What follows belongs to an exercise in optimizing a design on an open flow for small area; a production flow would make more cautious choices. The RTL was checked by simulation tests, not by an equivalence proof against the original design. Power is estimated from default activity; no workload was simulated.

== tundra ==
// perf_snapshot_unit
module perf_snapshot_unit #(
  parameter int CNT_W = 32
) (
  input  logic             clk,
  input  logic             rst_n,
  input  logic             snap_req,
  input  logic             delta_mode,
  input  logic [CNT_W-1:0] hits,
  input  logic [CNT_W-1:0] misses,
  input  logic [CNT_W-1:0] evictions,
  input  logic [CNT_W-1:0] dirty_evictions,
  input  logic [CNT_W-1:0] predictor_hits,
  input  logic [CNT_W-1:0] predictor_misses,
  input  logic [CNT_W-1:0] stale_events,
  output logic             out_valid,
  input  logic             out_ready,
  output logic [CNT_W-1:0] out_data,
  output logic             out_last,
  output logic [2:0]       out_index,
  output logic             busy,
  output logic [7:0]       drop_count
);
  logic [6:0][CNT_W-1:0] cur, cap, old;
  logic valid_q, first_n, zold, delta_q, accept, xfer, sub_en;
  logic [2:0] idx;
  logic [7:0] oh;
  logic [15:0] seq;
  logic [CNT_W-1:0] a_word, b_word;
  assign cur = {stale_events, predictor_misses, predictor_hits, dirty_evictions,
                evictions, misses, hits};
  assign xfer = valid_q && out_ready;
  assign accept = snap_req && (!valid_q || (idx == 3'd7 && out_ready));
  always_ff @(posedge clk or negedge rst_n) begin
    if (!rst_n) begin
      valid_q <= 1'b0;
  ...
For scale: about 1,200 cells after synthesis, roughly 490 flip-flops, ~0.019 sq mm of cells after synthesis.
clock: 6.0 ns
lec_check: 0
cap_margin: 0
core_margin: 2
core_utilization: 65
slew_margin: 0
standard.sh (not shown) runs the stock make flow with config.mk's settings and CLKGATE_MAP_FILE= SYNTH_SCRIPT=/design/flow/synth_recipe.tcl, a recipe that flattens the netlist after the stock synthesis.
==> flow/flow/run.sh <==
#!/bin/bash
# Standard layout with smallest port buffers and a lighter clock tree
# (no dummy loads, clkbuf_8 leaf clusters).
export BUFFER_PORTS_ARGS="-buffer_cell sky130_fd_sc_hd__buf_1"
export CTS_ARGS="-sink_clustering_enable -repair_clock_nets -dont_use_dummy_load -buf_list {sky130_fd_sc_hd__clkbuf_8 sky130_fd_sc_hd__clkbuf_16} -sink_clustering_size 24 -sink_clustering_max_diameter 60"
bash standard.sh > standard.log 2>&1
What sierra does differently from tundra at the input level:
--- a/flow/flow/run.sh
+++ b/flow/flow/run.sh
@@ -5 +5 @@
-export CTS_ARGS="-sink_clustering_enable -repair_clock_nets -dont_use_dummy_load -buf_list {sky130_fd_sc_hd__clkbuf_8 sky130_fd_sc_hd__clkbuf_16} -sink_clustering_size 24 -sink_clustering_max_diameter 60"
+export CTS_ARGS="-sink_clustering_enable -repair_clock_nets -dont_use_dummy_load -buf_list {sky130_fd_sc_hd__clkbuf_8} -sink_clustering_size 22 -sink_clustering_max_diameter 40"
==> comparison <==
NOTE final total power tundra->sierra decreased slightly
For count of clock-buffer cells in the layout, dividing the value from tundra by the value from sierra gives 0.61.
As of sierra, final standard cell count with taps included and fillers excluded had risen slightly compared to tundra.
tundra → sierra: setup slack after layout saw a decrease; routed wire length did not really move; final clock skew picked up an extra 0.050 ns.
tundra -> sierra: non-clock buffer count delta 0, exact match

========
## rev 12
Starting RTL as in the previous note.
clock: 6.0 ns
lec_check: 0
cap_margin: 0
core_margin: 2
core_utilization: 65
slew_margin: 0
==> flow/flow/run.sh <==
#!/bin/bash
# Standard synthesis, then its combinational logic mapped again for area
# (registers untouched); standard layout with the smallest port buffers and a
# lighter clock tree (no dummy loads, clkbuf_8 leaf clusters).
set -e
export BUFFER_PORTS_ARGS="-buffer_cell sky130_fd_sc_hd__buf_1"
export CTS_ARGS="-sink_clustering_enable -repair_clock_nets -dont_use_dummy_load -buf_list {sky130_fd_sc_hd__clkbuf_8} -sink_clustering_size 16 -sink_clustering_max_diameter 50"
R=orfs/results/sky130hd/perf_snapshot_unit/base
bash standard.sh synth > synth.log 2>&1
cp $R/1_2_yosys.v standard_synth.v
python3 flow/gen_cells.py /OpenROAD-flow-scripts/flow/platforms/sky130hd/lib/sky130_fd_sc_hd__tt_025C_1v80.lib comb_cells.v
yosys -l resyn.log -q flow/resyn.ys > /dev/null
rm -f $R/1_synth.odb $R/1_synth.sdc
bash standard.sh > standard.log 2>&1
==> flow/flow/resyn.abc <==
strash
&get -n
&st
&dch
&nf -R 0
&put
stime -p
Other scripts of this flow, unchanged in this note and not shown: flow/flow/gen_cells.py, flow/flow/resyn.ys
Inputs modified between rev 12 and rev 13:
==> flow/flow/resyn.abc <==
strash
&get -n
&st
&dch
&nf -R 20
&put
stime -p
--- outcome ---
Rev 13 ended with less clock period minus final worst setup slack than rev 12. Summary: top achievable clock speed, rev 13 better than rev 12. [compare] base=rev 12 new=rev 13: final weighted congestion in routability-driven placement grew by about 0.9%; total non-filler cell area in the finished layout held steady; logic depth of the worst path, buffers included grew by 5; total length of routed wires shrank by 3.4%; cell count shrank by about 0.54%. Rev 13: flow completed, timing, DRC and antenna clean. Rev 12 | stages: all done | timing, DRC, antenna: all pass. Against rev 12, rev 13 comes in 0.44 points lower on aggregate global-route resource usage. Compared with rev 12, rev 13 shows a number of tap cells added at floorplan that is 6 lower.

========
Setup of before:
Starting RTL as in the previous note.
==> flow/config.mk <==
export PLATFORM = sky130hd
export DESIGN_NAME = perf_snapshot_unit
export DESIGN_NICKNAME = perf_snapshot_unit
export VERILOG_FILES = /design/flow/design.v
export SDC_FILE = /design/flow/constraint.sdc
export NUM_CORES = 4
export LEC_CHECK = 0
export CAP_MARGIN = 0
export CORE_MARGIN = 2
export CORE_UTILIZATION = 65
export SLEW_MARGIN = 0
==> flow/constraint.sdc <==
create_clock -name core_clock -period 6.0 [get_ports {clk}]
set_input_delay 1.2000 -clock core_clock [delete_from_list [all_inputs] [get_ports {clk}]]
set_output_delay 1.2000 -clock core_clock [all_outputs]
set_load 0.01 [all_outputs]
==> flow/flow/run.sh <==
#!/bin/bash
# Standard layout with smallest port buffers and a lighter clock tree
# (no dummy loads, clkbuf_16 leaf clusters).
export BUFFER_PORTS_ARGS="-buffer_cell sky130_fd_sc_hd__buf_1"
export CTS_ARGS="-sink_clustering_enable -repair_clock_nets -dont_use_dummy_load -buf_list {sky130_fd_sc_hd__clkbuf_16} -sink_clustering_size 36 -sink_clustering_max_diameter 70"
bash standard.sh > standard.log 2>&1
before has completed all stages; timing, DRC and antenna checks passed.
Input changes introduced in after (baseline for comparison: before):
==> flow/flow/run.sh <==
#!/bin/bash
# Standard layout with smallest port buffers and a lighter clock tree
# (no dummy loads, clkbuf_8 leaf clusters).
export BUFFER_PORTS_ARGS="-buffer_cell sky130_fd_sc_hd__buf_1"
export CTS_ARGS="-sink_clustering_enable -repair_clock_nets -dont_use_dummy_load -buf_list {sky130_fd_sc_hd__clkbuf_8} -sink_clustering_size 16 -sink_clustering_max_diameter 50"
bash standard.sh > standard.log 2>&1
### Flow results
- after ended up with out_data[31] as its end of the critical path; before ended up with out_data[17].
- Diff before..after | core utilization | negligible
- For the met3 track demand over resource in global routing, after came in 0.26 points higher than before did.
- Fraction of the mapped netlist area in adder cells came out exactly the same in after and before.

========
## the baseline
Another version of the RTL of perf_snapshot_unit (not shown whole).
Size: roughly 1200 cells after synthesis, about 480 flip-flops, about 280 I/O pins, roughly 19000 µm² of cells after synthesis.
Settings: LEC_CHECK=0, CAP_MARGIN=20, CORE_MARGIN=2, CORE_UTILIZATION=40, SLEW_MARGIN=20; clock period 6.0 ns.
==> flow/flow/run.sh <==
#!/bin/bash
# Standard layout with smallest port buffers and a lighter clock tree
# (no dummy loads, clkbuf_8 leaf clusters).
export BUFFER_PORTS_ARGS="-buffer_cell sky130_fd_sc_hd__buf_1"
export CTS_ARGS="-sink_clustering_enable -repair_clock_nets -dont_use_dummy_load -buf_list {sky130_fd_sc_hd__clkbuf_8} -sink_clustering_size 20 -sink_clustering_max_diameter 60"
bash standard.sh > standard.log 2>&1
Modified inputs, the candidate compared to the baseline
- PLACE_DENSITY now 0.8, previously not set
- SLEW_MARGIN now 0, was 20
- CAP_MARGIN now 0, was 20
- CORE_UTILIZATION now 65, was 40
==> flow/flow/run.sh <==
#!/bin/bash
# Standard layout with smallest port buffers and a lighter clock tree
# (no dummy loads, clkbuf_8 leaf clusters).
export BUFFER_PORTS_ARGS="-buffer_cell sky130_fd_sc_hd__buf_1"
export CTS_ARGS="-sink_clustering_enable -repair_clock_nets -dont_use_dummy_load -buf_list {sky130_fd_sc_hd__clkbuf_8} -sink_clustering_size 16 -sink_clustering_max_diameter 50"
bash standard.sh > standard.log 2>&1
==> summary.txt <==
Compared with the baseline, in the candidate measured slew at the worst slew-check pin decreased by 0.035 ns relative to the old numbers; overall power after layout decreased by 1.5% relative to the old numbers; first-iteration DRC count increased by 63% relative to the old numbers; sequential share of layout area increased by 1.0 points relative to the old numbers.
Cell area ends up higher on the baseline.
Met2 wirelength from detailed routing: the candidate vs the baseline down 2300 µm
The lower reported combinational group power came out of the candidate.

========
perf_snapshot_unit again, from the RTL that the note above started with.
==> flow/config.mk <==
export PLATFORM = sky130hd
export DESIGN_NAME = perf_snapshot_unit
export DESIGN_NICKNAME = perf_snapshot_unit
export VERILOG_FILES = /design/flow/design.v
export SDC_FILE = /design/flow/constraint.sdc
export NUM_CORES = 4
export LEC_CHECK = 0
export CAP_MARGIN = 0
export CORE_MARGIN = 2
export CORE_UTILIZATION = 55
export SLEW_MARGIN = 0
==> flow/constraint.sdc <==
create_clock -name core_clock -period 6.0 [get_ports {clk}]
set_input_delay 1.2000 -clock core_clock [delete_from_list [all_inputs] [get_ports {clk}]]
set_output_delay 1.2000 -clock core_clock [all_outputs]
set_load 0.01 [all_outputs]
==> flow/flow/run.sh <==
#!/bin/bash
# Standard layout with smallest port buffers and a lighter clock tree
# (no dummy loads, clkbuf_8 leaf clusters).
export BUFFER_PORTS_ARGS="-buffer_cell sky130_fd_sc_hd__buf_1"
export CTS_ARGS="-sink_clustering_enable -repair_clock_nets -dont_use_dummy_load -buf_list {sky130_fd_sc_hd__clkbuf_8} -sink_clustering_size 16 -sink_clustering_max_diameter 50"
bash standard.sh > standard.log 2>&1
Next try:
- CORE_UTILIZATION: 55 -> 65
The new run completed without violations; critical path depth does not change; hold slack is better by 0.039 ns; worst setup slack degrades by 0.060 ns; global-route usage grows by 3.2 points; flip-flop and latch count does not change; utilization came out higher by 12 points; wire length decreases by 4.0%; area after synthesis is unchanged; cell area shrinks by 0.85%; total power goes down by 1.6%; die area goes down by 15%.
Next try:
==> flow/flow/run.sh (replaced) <==
#!/bin/bash
# Standard layout, with port buffers of the smallest buffer cell.
export BUFFER_PORTS_ARGS="-buffer_cell sky130_fd_sc_hd__buf_1"
bash standard.sh > standard.log 2>&1
- CAP_MARGIN: 0 -> 20
- CORE_UTILIZATION: 65 -> 40
- SLEW_MARGIN: 0 -> 20
After rerunning: The new run passed the timing, DRC and antenna checks. Design area increases by about 6.5%. Area after synthesis is unchanged. Maximum frequency barely changes. Setup slack is worse by 0.012 ns. Non-clock buffer count does not change. Sequential share of layout area drops by 4.0 points.
Next try:
==> flow/flow/run.sh (replaced) <==
#!/bin/bash
# Standard layout with smallest port buffers and a lighter clock tree
# (no dummy loads, clkbuf_16 leaf clusters).
export BUFFER_PORTS_ARGS="-buffer_cell sky130_fd_sc_hd__buf_1"
export CTS_ARGS="-sink_clustering_enable -repair_clock_nets -dont_use_dummy_load -buf_list {sky130_fd_sc_hd__clkbuf_16} -sink_clustering_size 30 -sink_clustering_max_diameter 60"
bash standard.sh > standard.log 2>&1
- CORE_UTILIZATION: 40 -> 65
The changed run finished with timing, DRC and antenna clean.
Wire length shrinks by 11%.
Final cell count is lower by 14%.
Worst setup slack loses 0.017 ns.
Clock-buffer cell count fell by 27.

========
perf_snapshot_unit again, from the RTL that the note above started with.
==> flow/config.mk <==
export PLATFORM = sky130hd
export DESIGN_NAME = perf_snapshot_unit
export DESIGN_NICKNAME = perf_snapshot_unit
export VERILOG_FILES = /design/flow/design.v
export SDC_FILE = /design/flow/constraint.sdc
export NUM_CORES = 4
export LEC_CHECK = 0
export ABC_AREA = 1
export CAP_MARGIN = 0
export CORE_MARGIN = 2
export CORE_UTILIZATION = 65
export SLEW_MARGIN = 0
==> flow/constraint.sdc <==
create_clock -name core_clock -period 6.0 [get_ports {clk}]
set_input_delay 1.2000 -clock core_clock [delete_from_list [all_inputs] [get_ports {clk}]]
set_output_delay 1.2000 -clock core_clock [all_outputs]
set_load 0.01 [all_outputs]
==> flow/flow/run.sh <==
#!/bin/bash
# Standard layout with smallest port buffers and a lighter clock tree
# (no dummy loads, clkbuf_8 leaf clusters).
export BUFFER_PORTS_ARGS="-buffer_cell sky130_fd_sc_hd__buf_1"
export CTS_ARGS="-sink_clustering_enable -repair_clock_nets -dont_use_dummy_load -buf_list {sky130_fd_sc_hd__clkbuf_8} -sink_clustering_size 16 -sink_clustering_max_diameter 50"
bash standard.sh > standard.log 2>&1
Then changed:
==> flow/flow/run.sh (replaced) <==
#!/bin/bash
# Standard layout with smallest port buffers and a lighter clock tree
# (no dummy loads, clkbuf_4 leaf clusters).
export BUFFER_PORTS_ARGS="-buffer_cell sky130_fd_sc_hd__buf_1"
export CTS_ARGS="-sink_clustering_enable -repair_clock_nets -dont_use_dummy_load -buf_list {sky130_fd_sc_hd__clkbuf_4 sky130_fd_sc_hd__clkbuf_8} -sink_clustering_size 10 -sink_clustering_max_diameter 40"
bash standard.sh > standard.log 2>&1
--- a/flow/config.mk
+++ b/flow/config.mk
@@ -6,7 +6,6 @@
 export NUM_CORES = 4
 export LEC_CHECK = 0
-export ABC_AREA = 1
-export CAP_MARGIN = 0
+export CAP_MARGIN = 5
 export CORE_MARGIN = 2
-export CORE_UTILIZATION = 65
-export SLEW_MARGIN = 0
+export CORE_UTILIZATION = 70
+export SLEW_MARGIN = 5
Outcome:
- final area falls by 3.4%
- critical path depth falls by 3
- worst setup slack degrades by 0.19 ns
- clock power rises by 16%
- non-clock buffer count rises by 12
- clock-buffer cell count rises by 14
- cell count falls by 25%
- sequential power falls by 9.0%
- die area falls by 12%
- routed wire length falls by 5.2%
Then changed:
==> flow/run.sh (new file) <==
#!/bin/bash
# synth_recipe.tcl (not shown) runs the flow's synth.tcl, then flattens the netlist and writes it again
# the make line also repeats each setting of config.mk as NAME=value (left out here)
make -C /OpenROAD-flow-scripts/flow DESIGN_CONFIG=/design/flow/config.mk WORK_HOME=/design/flow/orfs CLKGATE_MAP_FILE= SYNTH_SCRIPT=/design/flow/synth_recipe.tcl finish
--- a/flow/config.mk
+++ b/flow/config.mk
@@ -6,6 +6,6 @@
 export NUM_CORES = 4
 export LEC_CHECK = 0
-export CAP_MARGIN = 5
+export CAP_MARGIN = 20
 export CORE_MARGIN = 2
-export CORE_UTILIZATION = 70
-export SLEW_MARGIN = 5
+export CORE_UTILIZATION = 40
+export SLEW_MARGIN = 20
removed: flow/flow/run.sh
removed: flow/standard.sh
Result: Worst setup slack gets better by 0.029 ns. Worst hold slack gets better by 0.020 ns. Core utilization falls by 28 points. Wire length went up by about 15%. Synthesized cell count does not change.
Then changed:
==> flow/flow/run.sh (new file) <==
#!/bin/bash
# Standard layout with smallest port buffers and a lighter clock tree
# (no dummy loads, clkbuf_8 leaf clusters).
export BUFFER_PORTS_ARGS="-buffer_cell sky130_fd_sc_hd__buf_1"
export CTS_ARGS="-sink_clustering_enable -repair_clock_nets -dont_use_dummy_load -buf_list {sky130_fd_sc_hd__clkbuf_8} -sink_clustering_size 20 -sink_clustering_max_diameter 60"
bash standard.sh > standard.log 2>&1
==> flow/standard.sh (new file) <==
#!/bin/bash
# synth_recipe.tcl (not shown) runs the flow's synth.tcl, then flattens the netlist and writes it again
# the make line also repeats each setting of config.mk as NAME=value (left out here)
make -C /OpenROAD-flow-scripts/flow DESIGN_CONFIG=/design/flow/config.mk WORK_HOME=/design/flow/orfs CLKGATE_MAP_FILE= SYNTH_SCRIPT=/design/flow/synth_recipe.tcl "${@:-finish}"
--- a/flow/config.mk
+++ b/flow/config.mk
@@ -8,4 +8,4 @@
 export CAP_MARGIN = 20
 export CORE_MARGIN = 2
-export CORE_UTILIZATION = 40
+export CORE_UTILIZATION = 65
 export SLEW_MARGIN = 20
removed: flow/run.sh
What happened:
- The new run passed the timing, DRC and antenna checks
- cell area is lower by 13%
- wire length is lower by 14%
- non-clock buffer count is lower by 9
- clock power is lower by 52%
- sequential power barely changes
- die area is lower by 38%
- fmax is higher by 0.45%
- sequential share of layout area is higher by 8.8 points
- register-to-register slack is better by 0.38 ns
- total power is lower by 19%

==> separate check: timing with driven ports <==
Ports are ideal in the flow. The routed layouts listed here were re-timed in OpenROAD. Step 1, drivers: a clkbuf_16 drives clk and a buf_2 each remaining input, both assumed. Step 2 also shifts input and output timing later by t, the mid clock arrival at the registers, as if the neighbouring blocks saw the same clock. Slacks: no drivers / after step 1 / after step 2; pairs: no drivers / after step 1.
| run | shift t [ns] | setup slack, ns | worst setup path at the end | worst slew at a driven data input, ns |
|---|---|---|---|---|
| tundra | 0.609 | 0.275 / 0.221 / 0.830 | register to output | 0.07 |
| sierra | 0.613 | 0.244 / 0.200 / 0.813 | register to output | 0.07 |
| rev 12 | 0.612 | 0.118 / 0.072 / 0.684 | register to output | 0.10 |
| rev 13 | 0.590 | 0.193 / 0.144 / 0.734 | register to output | 0.11 |
| before | 0.588 | 0.227 / 0.175 / 0.763 | register to output | 0.07 |
| after | 0.599 | 0.258 / 0.211 / 0.810 | register to output | 0.07 |
| the baseline | 0.651 | 0.179 / 0.126 / 0.777 | register to output | 0.11 |
| the candidate | 0.607 | 0.169 / 0.121 / 0.728 | register to output | 0.05 |
| the first run of note 5 | 0.648 | 0.236 / 0.188 / 0.836 | register to output | 0.04 |
| the second run of note 5 | 0.601 | 0.176 / 0.126 / 0.727 | register to output | 0.05 |
| the third run of note 5 | 0.651 | 0.164 / 0.108 / 0.759 | register to output | 0.11 |
| the fourth run of note 5 | 0.556 | 0.147 / 0.094 / 0.651 | register to output | 0.05 |
| the first run of note 6 | 0.589 | 0.312 / 0.265 / 0.854 | register to output | 0.05 |
| the second run of note 6 | 0.615 | 0.119 / 0.072 / 0.687 | register to output | 0.05 |
| the third run of note 6 | 0.631 | 0.148 / 0.095 / 0.726 | register to output | 0.10 |
| the fourth run of note 6 | 0.593 | 0.174 / 0.123 / 0.716 | register to output | 0.04 |
After both steps every run listed still meets setup and hold.
